What follows belongs to an exercise in optimizing a design on an open flow for small area, a short achievable clock period and few clock cycles per item; a production flow would make more cautious choices.
RTL that was checked went through simulation tests only; none was proved equivalent to the original.
Power figures rest on the tool's default switching activity, not on a simulated workload.

==> module pcrc64_front, before the edit <==
module pcrc64_front (
  input  logic                             clk,
  input  logic                             rst,
  input  logic                             s_axis_tvalid,
  output logic                             s_axis_tready,
  input  logic [pcrc64_pkg::ByteWidth-1:0] s_axis_tdata,
  input  logic                             s_axis_tuser,
  input  logic                             reflect_in,
  input  logic [pcrc64_pkg::ByteWidth-1:1] poly_q,
  output logic                             q_valid,
  input  logic                             q_ready,
  output logic                             q_kind,
  output logic [pcrc64_pkg::ByteWidth-1:0] q_data
);
  logic push;
  assign s_axis_tready = !q_valid || q_ready;
  assign push          = s_axis_tvalid && s_axis_tready;
  always_ff @(posedge clk) begin
    if (rst) begin
      q_valid <= 1'b0;
    end else if (push) begin
      q_valid <= 1'b1;
    end else if (q_ready) begin
      q_valid <= 1'b0;
    end
  end
  always_ff @(posedge clk) begin
    if (push) begin
      q_kind <= s_axis_tuser;
      q_data <= pcrc64_pkg::byte_share(poly_q, reflect_in ? pcrc64_pkg::flip8(s_axis_tdata)
                                                          : s_axis_tdata);
    end
  end
endmodule
==> flow/config.mk <==
export PLATFORM = sky130hd
export DESIGN_NAME = parametric_crc64_engine
export DESIGN_NICKNAME = parametric_crc64_engine
export VERILOG_FILES = /design/flow/design.v
export SDC_FILE = /design/flow/constraint.sdc
export NUM_CORES = 4
export LEC_CHECK = 0
export CAP_MARGIN = 20
export CORE_MARGIN = 2
export CORE_UTILIZATION = 60
export SETUP_SLACK_MARGIN = 2.9
export SLEW_MARGIN = 20
==> flow/constraint.sdc <==
create_clock -name core_clock -period 6.0 [get_ports {clk}]
set_input_delay 1.2000 -clock core_clock [delete_from_list [all_inputs] [get_ports {clk}]]
set_output_delay 1.2000 -clock core_clock [all_outputs]
set_load 0.01 [all_outputs]
standard.sh (not shown) runs the stock make flow with config.mk's settings and CLKGATE_MAP_FILE= SYNTH_SCRIPT=/design/flow/synth_recipe.tcl, a recipe that flattens the netlist after the stock synthesis.
==> flow/flow/run.sh <==
#!/bin/bash
# Layout flow: the standard flow (standard.sh) with two changes:
# - the buffers that global placement puts on every input and output port are
#   sky130_fd_sc_hd__buf_2 cells instead of the cell OpenROAD picks by default
#   (clkdlybuf4s50_1, a slow delay buffer twice the area);
# - clock tree synthesis builds the tree from clkbuf_8 cells and inserts no
#   dummy loads (otherwise the standard arguments).
# Synthesis is the standard one, run first and unchanged. Each run's full
# output goes to a log file of its own in this folder; ORFS keeps its
# per-step logs under orfs/logs.
set -euo pipefail
bash standard.sh synth > synth.log 2>&1
export BUFFER_PORTS_ARGS="-buffer_cell sky130_fd_sc_hd__buf_2"
export CTS_ARGS="-sink_clustering_enable -repair_clock_nets -dont_use_dummy_load -buf_list sky130_fd_sc_hd__clkbuf_8"
bash standard.sh > layout.log 2>&1
Rerun with:
--- a/flow/design.v
+++ b/flow/design.v
@@ -77,21 +77,36 @@
   output logic [pcrc64_pkg::ByteWidth-1:0] q_data
 );
-  logic push;
-  assign s_axis_tready = !q_valid || q_ready;
-  assign push          = s_axis_tvalid && s_axis_tready;
+  logic                             skid_valid;
+  logic                             skid_kind;
+  logic [pcrc64_pkg::ByteWidth-1:0] skid_data;
+  logic                             push;
+  logic                             advance;
+  logic                             in_kind;
+  logic [pcrc64_pkg::ByteWidth-1:0] in_data;
+  assign s_axis_tready = !skid_valid;
+  assign push          = s_axis_tvalid && !skid_valid;
+  assign advance       = !q_valid || q_ready;
+  assign in_kind       = s_axis_tuser;
+  assign in_data       = pcrc64_pkg::byte_share(poly_q, reflect_in ? pcrc64_pkg::flip8(s_axis_tdata)
+                                                                   : s_axis_tdata);
   always_ff @(posedge clk) begin
     if (rst) begin
-      q_valid <= 1'b0;
+      q_valid    <= 1'b0;
+      skid_valid <= 1'b0;
+    end else if (advance) begin
+      q_valid    <= skid_valid || push;
+      skid_valid <= 1'b0;
     end else if (push) begin
-      q_valid <= 1'b1;
-    end else if (q_ready) begin
-      q_valid <= 1'b0;
-    end
-  end
-  always_ff @(posedge clk) begin
+      skid_valid <= 1'b1;
+    end
+  end
+  always_ff @(posedge clk) begin
+    if (advance) begin
+      q_kind <= skid_valid ? skid_kind : in_kind;
+      q_data <= skid_valid ? skid_data : in_data;
+    end
     if (push) begin
-      q_kind <= s_axis_tuser;
-      q_data <= pcrc64_pkg::byte_share(poly_q, reflect_in ? pcrc64_pkg::flip8(s_axis_tdata)
-                                                          : s_axis_tdata);
+      skid_kind <= in_kind;
+      skid_data <= in_data;
     end
   end
Effect: Hold slack hardly moves. Non-clock buffer count rises by 12. Cell count rises by a few percent. Total power rises by roughly a tenth. Synthesized area rises by a few percent. Clock skew rises by 0.032 ns. Die area rises by a few percent. Final area rises by a few percent. Clock power barely changes. Routed wire length rises by roughly a tenth. Fmax falls by a few percent. Setup slack is worse by 0.089 ns. Global-route usage rises by 2.6 points. Synthesized cell count rises slightly.
Testbench counts after the change, summed over its fixed seeds: cycles 19,264, items 19,200.
For the first run of this note, only the layout was checked, not whether the RTL still works.

==> afterwards: timing with drivers on the ports <==
The flow's constraints put no driver on any port. The routed layouts listed below were extracted and timed again, unchanged, in two steps. Step 1 sets driving cells, clkbuf_16 on the clock port and buf_2 on the other inputs (assumed; they add their load-dependent delay and slew). Step 2 adds t to the input delays and takes it off the output delays; t is the mean of the earliest and latest rising clock arrival at the registers after step 1. Input paths then give back, and output paths get back, about the clock's delay inside the block. Three values: no drivers, after step 1, after step 2; two values: the first two.
| run | t (ns) | setup slack, ns | hold WS [ns] |
|---|---|---|---|
| the first run | 0.672 | 2.805 / 2.754 / 2.581 | 0.450 / 0.450 / 0.450 |
| the second run | 0.682 | 2.715 / 2.659 / 2.564 | 0.452 / 0.452 / 0.452 |
After both steps setup and hold are still met in every run listed. The setup slack of the first run, which loses most, moves by -0.051 ns with the drivers and by -0.224 ns with both steps.
